This is an optimization exercise on Yosys and OpenROAD, whose aim is small area, a short achievable clock period and few clock cycles per item, not a production implementation.
At most, simulation tests tie the RTL to the original design; equivalence was not proved.

// epoch_seconds_to_calendar_top
module epoch_seconds_to_calendar_top (
  input  wire logic        clk,
  input  wire logic        rst,
  input  wire logic        din_valid,
  output wire logic        din_ready,
  input  wire logic [31:0] din_epoch_seconds,
  output wire logic        dout_valid,
  input  wire logic        dout_ready,
  output wire logic [5:0]  dout_second_of_minute,
  output wire logic [5:0]  dout_minute_of_hour,
  output wire logic [4:0]  dout_hour_of_day,
  output wire logic [2:0]  dout_weekday,
  output wire logic [7:0]  dout_year_offset,
  output wire logic [3:0]  dout_month_number,
  output wire logic [4:0]  dout_day_of_month
);
Size in the first run: roughly 1600 cells after synthesis, about 120 flip-flops, about 75 I/O pins.
clock: 11.0 ns
lec_check: 0
cap_margin: 20
core_margin: 2
core_utilization: 40
slew_margin: 20
standard.sh (not shown) runs the stock make flow with config.mk's settings and CLKGATE_MAP_FILE= SYNTH_SCRIPT=/design/flow/synth_recipe.tcl, a recipe that flattens the netlist after the stock synthesis.
==> flow/flow/run.sh <==
#!/bin/bash
# The standard layout (the standard.sh: ORFS synthesis through finish) with timing repair
# aimed at 5.5 ns of setup slack, and the port buffers made with buf_1 cells.
set -euo pipefail
bash standard.sh SETUP_SLACK_MARGIN=5.5 'BUFFER_PORTS_ARGS=-buffer_cell sky130_fd_sc_hd__buf_1' finish > standard_finish.log 2>&1
Testbench counts at the start, summed over its fixed seeds: cycles 8,024, items 8,000.
Then changed:
==> flow/flow/run.sh (replaced) <==
#!/bin/bash
# The standard layout (the standard.sh: ORFS synthesis through finish) with timing repair
# aimed at 5 ns of setup slack, and the port buffers made with buf_1 cells.
set -euo pipefail
bash standard.sh SETUP_SLACK_MARGIN=5 'BUFFER_PORTS_ARGS=-buffer_cell sky130_fd_sc_hd__buf_1' finish > standard_finish.log 2>&1
The changed run went through all stages and came out clean.
Die area does not change.
Utilization decreases by 1.9 points.
Fmax decreases by 3.0%.
Clock skew stays flat.
Setup slack got worse by 170 ps.
Sequential share of layout area increases by 0.91 points.
Routed wire length decreases by 1.8%.
Design area decreases by 4.0%.
Via count decreases by 2.5%.

---

Another version of the RTL of epoch_seconds_to_calendar_top (not shown whole).
Size in the first run: roughly 1,700 cells after synthesis, roughly 120 flip-flops, about 14,000 um^2 of cells after synthesis.
==> flow/config.mk <==
export PLATFORM = sky130hd
export DESIGN_NAME = epoch_seconds_to_calendar_top
export DESIGN_NICKNAME = epoch_seconds_to_calendar_top
export VERILOG_FILES = /design/flow/design.v
export SDC_FILE = /design/flow/constraint.sdc
export NUM_CORES = 4
export LEC_CHECK = 0
export CAP_MARGIN = 20
export CORE_MARGIN = 2
export CORE_UTILIZATION = 40
export SLEW_MARGIN = 20
==> flow/constraint.sdc <==
create_clock -name core_clock -period 11.0 [get_ports {clk}]
set_input_delay 2.2000 -clock core_clock [delete_from_list [all_inputs] [get_ports {clk}]]
set_output_delay 2.2000 -clock core_clock [all_outputs]
set_load 0.01 [all_outputs]
==> flow/flow/run.sh <==
#!/bin/bash
# The standard layout (the standard.sh: ORFS synthesis through finish) with timing repair
# aimed at 5.5 ns of setup slack, and the port buffers made with buf_1 cells.
set -euo pipefail
bash standard.sh SETUP_SLACK_MARGIN=5.5 'BUFFER_PORTS_ARGS=-buffer_cell sky130_fd_sc_hd__buf_1' finish > standard_finish.log 2>&1
The starting point passed the timing, design-rule and antenna checks.
Testbench counts at the start, summed over its fixed seeds: cycles 8,024, items 8,000.
Change:
==> flow/flow/run.sh (replaced) <==
#!/bin/bash
# The standard layout (the standard.sh: ORFS synthesis through finish) with timing repair
# aimed at 5 ns of setup slack, and the port buffers made with buf_1 cells.
set -euo pipefail
bash standard.sh SETUP_SLACK_MARGIN=5 'BUFFER_PORTS_ARGS=-buffer_cell sky130_fd_sc_hd__buf_1' finish > standard_finish.log 2>&1
CORE_UTILIZATION = 55   (was 40)
Synthesized area does not change.
Worst hold slack hardly moves.
Setup slack gains 0.20 ns.
Change:
==> flow/flow/run.sh (replaced) <==
#!/bin/bash
set -euo pipefail
bash standard.sh SETUP_SLACK_MARGIN=6.0 finish > standard_finish.log 2>&1
CORE_UTILIZATION = 40   (was 55)
Outcome: Non-clock buffer count grows by 56. Core utilization shrinks by 14 points. Sequential cell count is unchanged. Via count grows slightly. Maximum frequency shrinks by a few percent. Hold slack barely changes.

---

epoch_seconds_to_calendar_top, a different RTL version from the one above (not shown whole).
Size in the first run: about 1700 cells after synthesis, about 120 flip-flops, ~75 I/O pins, roughly 14000 um^2 of cells after synthesis.
==> flow/design.v (excerpt) <==
module epoch_seconds_to_calendar_top (
  input  wire logic        clk,
  input  wire logic        rst,
  input  wire logic        din_valid,
  output wire logic        din_ready,
  input  wire logic [31:0] din_epoch_seconds,
  output wire logic        dout_valid,
  input  wire logic        dout_ready,
  output wire logic [5:0]  dout_second_of_minute,
  output wire logic [5:0]  dout_minute_of_hour,
  output wire logic [4:0]  dout_hour_of_day,
  output wire logic [2:0]  dout_weekday,
  output wire logic [7:0]  dout_year_offset,
  output wire logic [3:0]  dout_month_number,
  output wire logic [4:0]  dout_day_of_month
);
Settings: LEC_CHECK=0, ABC_AREA=1, CAP_MARGIN=20, CORE_MARGIN=2, CORE_UTILIZATION=40, SLEW_MARGIN=20; clock period 11.0 ns.
==> flow/flow/run.sh <==
#!/bin/bash
# The standard layout (the standard.sh: ORFS synthesis through finish) with timing repair
# aimed at 5 ns of setup slack, and the port buffers made with buf_1 cells.
set -euo pipefail
bash standard.sh SETUP_SLACK_MARGIN=5 'BUFFER_PORTS_ARGS=-buffer_cell sky130_fd_sc_hd__buf_1' finish > standard_finish.log 2>&1
Testbench counts at the start, summed over its fixed seeds: cycles 8,024, items 8,000.
==> next run, changes <==
--- a/flow/config.mk
+++ b/flow/config.mk
@@ -11 +11 @@
-export CORE_UTILIZATION = 40
+export CORE_UTILIZATION = 55
Hold slack gets worse by 0.0069 ns.
Routed wire length came out lower by about 1.1%.
==> next run, changes <==
--- a/flow/config.mk
+++ b/flow/config.mk
@@ -8 +7,0 @@
-export ABC_AREA = 1
Result: The new run completed with no timing, DRC or antenna violations; synthesized area goes up by 1.3%; setup slack degrades by 0.075 ns; via count goes down by 6.4%; routed wire length goes down by 3.5%; die area goes up by 1.3%; global-route usage goes down by 1.4 points; critical path depth goes up by 2; cell count goes down by 10%; maximum frequency goes down by 1.3%; worst hold slack degrades by 0.0032 ns.
==> next run, changes <==
--- a/flow/config.mk
+++ b/flow/config.mk
@@ -10 +10 @@
-export CORE_UTILIZATION = 55
+export CORE_UTILIZATION = 40
What happened: Final area rose by about 1.5%. Wire length rose by about 5%. Die area grows by 37%. Worst setup slack gets better by 0.039 ns. Cell count rose by about 7%. Sequential share of layout area fell by 0.33 points. Area after synthesis does not change. Critical path depth drops by 6.

---

== run 1 ==
Another version of the RTL of epoch_seconds_to_calendar_top (not shown whole).
Size: ~75 I/O pins, ~14000 um^2 of cells after synthesis.
export LEC_CHECK = 0
export CAP_MARGIN = 20
export CORE_MARGIN = 2
export CORE_UTILIZATION = 40
export SLEW_MARGIN = 20
create_clock -name core_clock -period 11.0 [get_ports {clk}]
==> flow/flow/run.sh <==
#!/bin/bash
# The standard layout (the standard.sh: ORFS synthesis through finish) with timing repair
# aimed at 5.5 ns of setup slack, and the port buffers made with buf_1 cells.
set -euo pipefail
bash standard.sh SETUP_SLACK_MARGIN=5.5 'BUFFER_PORTS_ARGS=-buffer_cell sky130_fd_sc_hd__buf_1' finish > standard_finish.log 2>&1
Testbench counts of run 1, summed over its fixed seeds: cycles 8,024, items 8,000.
What run 2 does differently from run 1 at the input level:
- a change of CORE_UTILIZATION from 40 to 65
==> flow/flow/run.sh <==
#!/bin/bash
# The standard layout (the standard.sh: ORFS synthesis through finish) with timing repair
# aimed at 5 ns of setup slack, and the port buffers made with buf_1 cells.
set -euo pipefail
bash standard.sh SETUP_SLACK_MARGIN=5 'BUFFER_PORTS_ARGS=-buffer_cell sky130_fd_sc_hd__buf_1' finish > standard_finish.log 2>&1
--- outcome ---
- Re shortest clock period the worst path allows after layout: run 1 was higher than run 2.
- Compared with run 1, run 2 has extra setup slack.
diff inputs: run 2 => run 3
- changing CORE_UTILIZATION from 65 to 40
--- outcome ---
In the reports for run 2 and run 3, the larger core area belongs to run 3. From run 2 to run 3 the numbers moved as follows: maximum fanout encountered on the critical timing path shows an increase of 1; area share of buffers outside the clock network shows an increase of 0.38 points. Re last weighted congestion value of the routability-driven placer: run 2 was higher than run 3. On cell count: run 3 sits above run 2. As of run 3, layout buffer count excluding clock buffers had risen by a few percent compared to run 2. Wire length: run 2 and run 3 compared, lower one is run 2. Of the two candidates, run 2 has the better area of all placed cells without fillers and run 3 the worse one. Clock latency at the later pin of the worst-skew pair delta (run 3 -> run 2): insignificant.
Setup changes, run 3 to run 4
- CORE_UTILIZATION changed from 40 to 55
==> comparison <==
- In the flow results for run 4 and run 3, the count of TritonRoute iterations in the first routing pass is smaller on run 4.
- Compared with run 3, run 4 shows wire length of the first global-routing pass that has gone down by a few percent.
- Run 4 gives less final instance area than run 3 did.
- Of run 4 and run 3, run 3 shows the higher number of tap instances, with run 4 below it.
- [compare] base=run 3 new=run 4: chip height has decreased, area taken by multi-input logic gates has remained practically unchanged, fraction of synthesized area in multiplexers has remained practically unchanged, final wirelength has decreased.

---

the previous run:
RTL: one of the versions met above, not the one the previous note started from.
Size in the first run: about 1700 cells after synthesis, ~120 flip-flops, ~14000 sq um of cells after synthesis.
==> flow/config.mk <==
export PLATFORM = sky130hd
export DESIGN_NAME = epoch_seconds_to_calendar_top
export DESIGN_NICKNAME = epoch_seconds_to_calendar_top
export VERILOG_FILES = /design/flow/design.v
export SDC_FILE = /design/flow/constraint.sdc
export NUM_CORES = 4
export LEC_CHECK = 0
export CAP_MARGIN = 20
export CORE_MARGIN = 2
export CORE_UTILIZATION = 40
export GPL_TIMING_DRIVEN = 1
export SLEW_MARGIN = 20
==> flow/constraint.sdc <==
create_clock -name core_clock -period 11.0 [get_ports {clk}]
set_input_delay 2.2000 -clock core_clock [delete_from_list [all_inputs] [get_ports {clk}]]
set_output_delay 2.2000 -clock core_clock [all_outputs]
set_load 0.01 [all_outputs]
==> flow/flow/run.sh <==
#!/bin/bash
# The standard layout (the standard.sh: ORFS synthesis through finish) with timing repair
# aimed at 5 ns of setup slack, and the port buffers made with buf_1 cells.
set -euo pipefail
bash standard.sh SETUP_SLACK_MARGIN=5 'BUFFER_PORTS_ARGS=-buffer_cell sky130_fd_sc_hd__buf_1' finish > standard_finish.log 2>&1
The final layout from the previous run, which completed every stage, passed the timing, design-rule and antenna checks at the end of the flow.
Testbench counts of the previous run, summed over its fixed seeds: cycles 8,024, items 8,000.
Modified inputs, the current run compared to the previous run
Settings: clearing GPL_TIMING_DRIVEN, which used to be 1.
--- outcome ---
Diff the current run..the previous run | fmax | negligible. Diff the current run..the previous run | tap cell count | unchanged. | final setup slack of the worst path | the current run vs the previous run | ≈ equal |. Number of ports placed on the die boundary came out exactly the same in the current run and the previous run. The post-route standard cell area excluding fillers of the previous run and that of the current run are within noise of each other. Comparing the current run against the previous run, there is no change at all in period utilization. Diff the previous run -> the current run: summed negative setup slack over all endpoints did not really move, non-clock buffer count did not really move, final-layout clock buffer total did not really move.

---

epoch_seconds_to_calendar_top, a different RTL version from the one above (not shown whole).
For scale: ~1600 cells after synthesis, about 170 flip-flops, ~75 I/O pins, roughly 16000 um^2 of cells after synthesis.
Design epoch_seconds_to_calendar_top, start of the top module:
module epoch_seconds_to_calendar_top (
  input  wire logic        clk,
  input  wire logic        rst,
  input  wire logic        din_valid,
  output wire logic        din_ready,
  input  wire logic [31:0] din_epoch_seconds,
  output wire logic        dout_valid,
  input  wire logic        dout_ready,
  output wire logic [5:0]  dout_second_of_minute,
  output wire logic [5:0]  dout_minute_of_hour,
  output wire logic [4:0]  dout_hour_of_day,
  output wire logic [2:0]  dout_weekday,
  output wire logic [7:0]  dout_year_offset,
  output wire logic [3:0]  dout_month_number,
  output wire logic [4:0]  dout_day_of_month
);
make LEC_CHECK=0 CAP_MARGIN=20 CORE_MARGIN=2 CORE_UTILIZATION=40 SETUP_SLACK_MARGIN=5 SLEW_MARGIN=20 finish   # period 11.0 ns
run.sh (not shown) runs the stock make flow with config.mk's settings and CLKGATE_MAP_FILE= SYNTH_SCRIPT=/design/flow/synth_recipe.tcl, a recipe that flattens the netlist after the stock synthesis.
Stock flow here: none of the scripts above is used.
Then changed:
ABC_CLOCK_PERIOD_IN_PS = 5000   (was unset)
Result:
- utilization stays the same
- area after synthesis is unchanged
- design area is unchanged
- routed wire length does not change
- cell count stays the same
- first-iteration DRC count stays the same
- worst hold slack is unchanged
No run of this note included a check of the RTL's function; only the layout flow was run.

---

Another version of the RTL of epoch_seconds_to_calendar_top (not shown whole).
Size: roughly 75 I/O pins, about 14,000 µm² of cells after synthesis.
// epoch_seconds_to_calendar_top
module epoch_seconds_to_calendar_top (
  input  wire logic        clk,
  input  wire logic        rst,
  input  wire logic        din_valid,
  output wire logic        din_ready,
  input  wire logic [31:0] din_epoch_seconds,
  output wire logic        dout_valid,
  input  wire logic        dout_ready,
  output wire logic [5:0]  dout_second_of_minute,
  output wire logic [5:0]  dout_minute_of_hour,
  output wire logic [4:0]  dout_hour_of_day,
  output wire logic [2:0]  dout_weekday,
  output wire logic [7:0]  dout_year_offset,
  output wire logic [3:0]  dout_month_number,
  output wire logic [4:0]  dout_day_of_month
);
  logic adv;
  logic v1, v2, v3;
  assign adv       = !v3 || dout_ready;
  assign din_ready = adv;
  logic [24:0] x0;
  logic [18:0] a0, a1, a2, a3, a4;
  logic [18:0] s1, c1, s2, c2, s3, c3;
  logic [5:0]  r1_xa;
  logic [6:0]  s1_g;       
  assign x0 = din_epoch_seconds[31:7];
  assign r1_xa = x0[24:19];
  assign s1_g[0] = 64'h9696969696969696 >> r1_xa & 1'b1;
  assign s1_g[1] = 64'h2bd42bd42bd42bd4 >> r1_xa & 1'b1;
  assign s1_g[2] = 64'hcce73318cce73318 >> r1_xa & 1'b1;
  assign s1_g[3] = 64'hf0f83c1f0f07c3e0 >> r1_xa & 1'b1;
  assign s1_g[4] = 64'h00ffc01ff007fc00 >> r1_xa & 1'b1;
  ...
==> flow/config.mk <==
export PLATFORM = sky130hd
export DESIGN_NAME = epoch_seconds_to_calendar_top
export DESIGN_NICKNAME = epoch_seconds_to_calendar_top
export VERILOG_FILES = /design/flow/design.v
export SDC_FILE = /design/flow/constraint.sdc
export NUM_CORES = 4
export LEC_CHECK = 0
export ABC_AREA = 1
export CAP_MARGIN = 20
export CORE_MARGIN = 2
export CORE_UTILIZATION = 40
export SLEW_MARGIN = 20
==> flow/constraint.sdc <==
create_clock -name core_clock -period 11.0 [get_ports {clk}]
set_input_delay 2.2000 -clock core_clock [delete_from_list [all_inputs] [get_ports {clk}]]
set_output_delay 2.2000 -clock core_clock [all_outputs]
set_load 0.01 [all_outputs]
standard.sh (not shown) runs the stock make flow with config.mk's settings and CLKGATE_MAP_FILE= SYNTH_SCRIPT=/design/flow/synth_recipe.tcl, a recipe that flattens the netlist after the stock synthesis.
Scripts as last shown in full above: flow/flow/run.sh
Edit:
ABC_AREA = default   (was 1)
Effect: The new run produced a clean layout. Maximum frequency decreases by 0.32%. Worst hold slack is about the same. Critical path depth increases by 13.
No run of this note included a check of the RTL's function; only the layout flow was run.

---

main:
Another version of the RTL of epoch_seconds_to_calendar_top (not shown whole).
Size: about 1800 cells after synthesis, ~0.017 sq mm of cells after synthesis.
Settings: LEC_CHECK=0, CAP_MARGIN=20, CORE_MARGIN=2, CORE_UTILIZATION=40, SETUP_SLACK_MARGIN=5, SLEW_MARGIN=20; clock period 11.0 ns.
run.sh (not shown) runs the stock make flow with config.mk's settings and CLKGATE_MAP_FILE= SYNTH_SCRIPT=/design/flow/synth_recipe.tcl, a recipe that flattens the netlist after the stock synthesis.
Stock flow here: none of the scripts above is used.
Relative to main, the following input files were edited for the feature branch:
==> flow/flow/run.sh (new file) <==
#!/bin/bash
set -euo pipefail
bash standard.sh SETUP_SLACK_MARGIN=6 'BUFFER_PORTS_ARGS=-buffer_cell sky130_fd_sc_hd__buf_2' finish > standard_finish.log 2>&1
==> flow/standard.sh (new file) <==
#!/bin/bash
# synth_recipe.tcl (not shown) runs the flow's synth.tcl, then flattens the netlist and writes it again
# the make line also repeats each setting of config.mk as NAME=value (left out here)
make -C /OpenROAD-flow-scripts/flow DESIGN_CONFIG=/design/flow/config.mk WORK_HOME=/design/flow/orfs CLKGATE_MAP_FILE= SYNTH_SCRIPT=/design/flow/synth_recipe.tcl "${@:-finish}"
diff --git a/flow/config.mk b/flow/config.mk
--- a/flow/config.mk
+++ b/flow/config.mk
@@ -9,4 +9,3 @@
 export CORE_MARGIN = 2
 export CORE_UTILIZATION = 40
-export SETUP_SLACK_MARGIN = 5
 export SLEW_MARGIN = 20
removed: flow/run.sh
## What came out
Changes observed in the feature branch relative to main: routed wire length saw an increase, post-synthesis to final-layout area growth saw an increase, relative slew slack saw an increase.
Diff main..the feature branch | number of buffers inserted during clock tree synthesis | unchanged
For non-clock buffer count, dividing the value from the feature branch by the value from main gives 1.3.
No run of this note included a check of the RTL's function; only the layout flow was run.

## what the ideal ports hide
The results above use ideal ports. As a check the final layouts listed here were re-extracted and re-timed, cells and wires unchanged.
Step 1 (the two cells are an assumption about what drives the block):
set clk [get_ports {clk}]
set_driving_cell -lib_cell sky130_fd_sc_hd__clkbuf_16 $clk
set_driving_cell -lib_cell sky130_fd_sc_hd__buf_2 [delete_from_list [all_inputs] $clk]
Step 2 moves the port delays by t, midway between the first and last clock arrival at a register: inputs arrive t later, outputs are due t later. That takes back most of the time a late clock gives input paths.
Slacks: no drivers / after step 1 / after step 2; pairs: no drivers / after step 1.
run | t (ns) | slack for setup (ns) | worst slew at a driven data input, ns
the first run of note 1 | 0.471 | 5.367 / 5.375 / 4.904 | 0.09
the second run of note 1 | 0.483 | 5.194 / 5.227 / 4.744 | 0.08
the first run of note 2 | 0.486 | 4.834 / 4.834 / 4.708 | 0.05
the second run of note 2 | 0.468 | 5.036 / 5.036 / 4.649 | 0.05
the third run of note 2 | 0.484 | 4.902 / 4.902 / 4.631 | 0.06
the first run of note 3 | 0.481 | 5.277 / 5.304 / 4.823 | 0.04
the second run of note 3 | 0.479 | 5.233 / 5.257 / 4.778 | 0.08
the third run of note 3 | 0.468 | 5.158 / 5.158 / 4.839 | 0.07
the fourth run of note 3 | 0.467 | 5.197 / 5.223 / 4.756 | 0.05
run 1 | 0.480 | 4.994 / 5.006 / 4.526 | 0.06
run 2 | 0.462 | 5.091 / 5.099 / 4.637 | 0.06
run 3 | 0.481 | 5.051 / 5.064 / 4.583 | 0.06
run 4 | 0.468 | 5.130 / 5.143 / 4.675 | 0.05
the previous run | 0.488 | 4.978 / 4.978 / 4.626 | 0.06
the current run | 0.488 | 4.978 / 4.978 / 4.626 | 0.06
the first run of note 6 | 0.498 | 4.806 / 4.806 / 4.806 | 0.04
the second run of note 6 | 0.498 | 4.806 / 4.806 / 4.806 | 0.04
the first run of note 7 | 0.487 | 5.178 / 5.156 / 4.803 | 0.09
the second run of note 7 | 0.464 | 5.160 / 5.174 / 4.723 | 0.06
main | 0.528 | 5.075 / 5.070 / 5.070 | 0.04
the feature branch | 0.538 | 5.253 / 5.253 / 5.253 | 0.04
After both steps setup and hold are still met in every run listed.
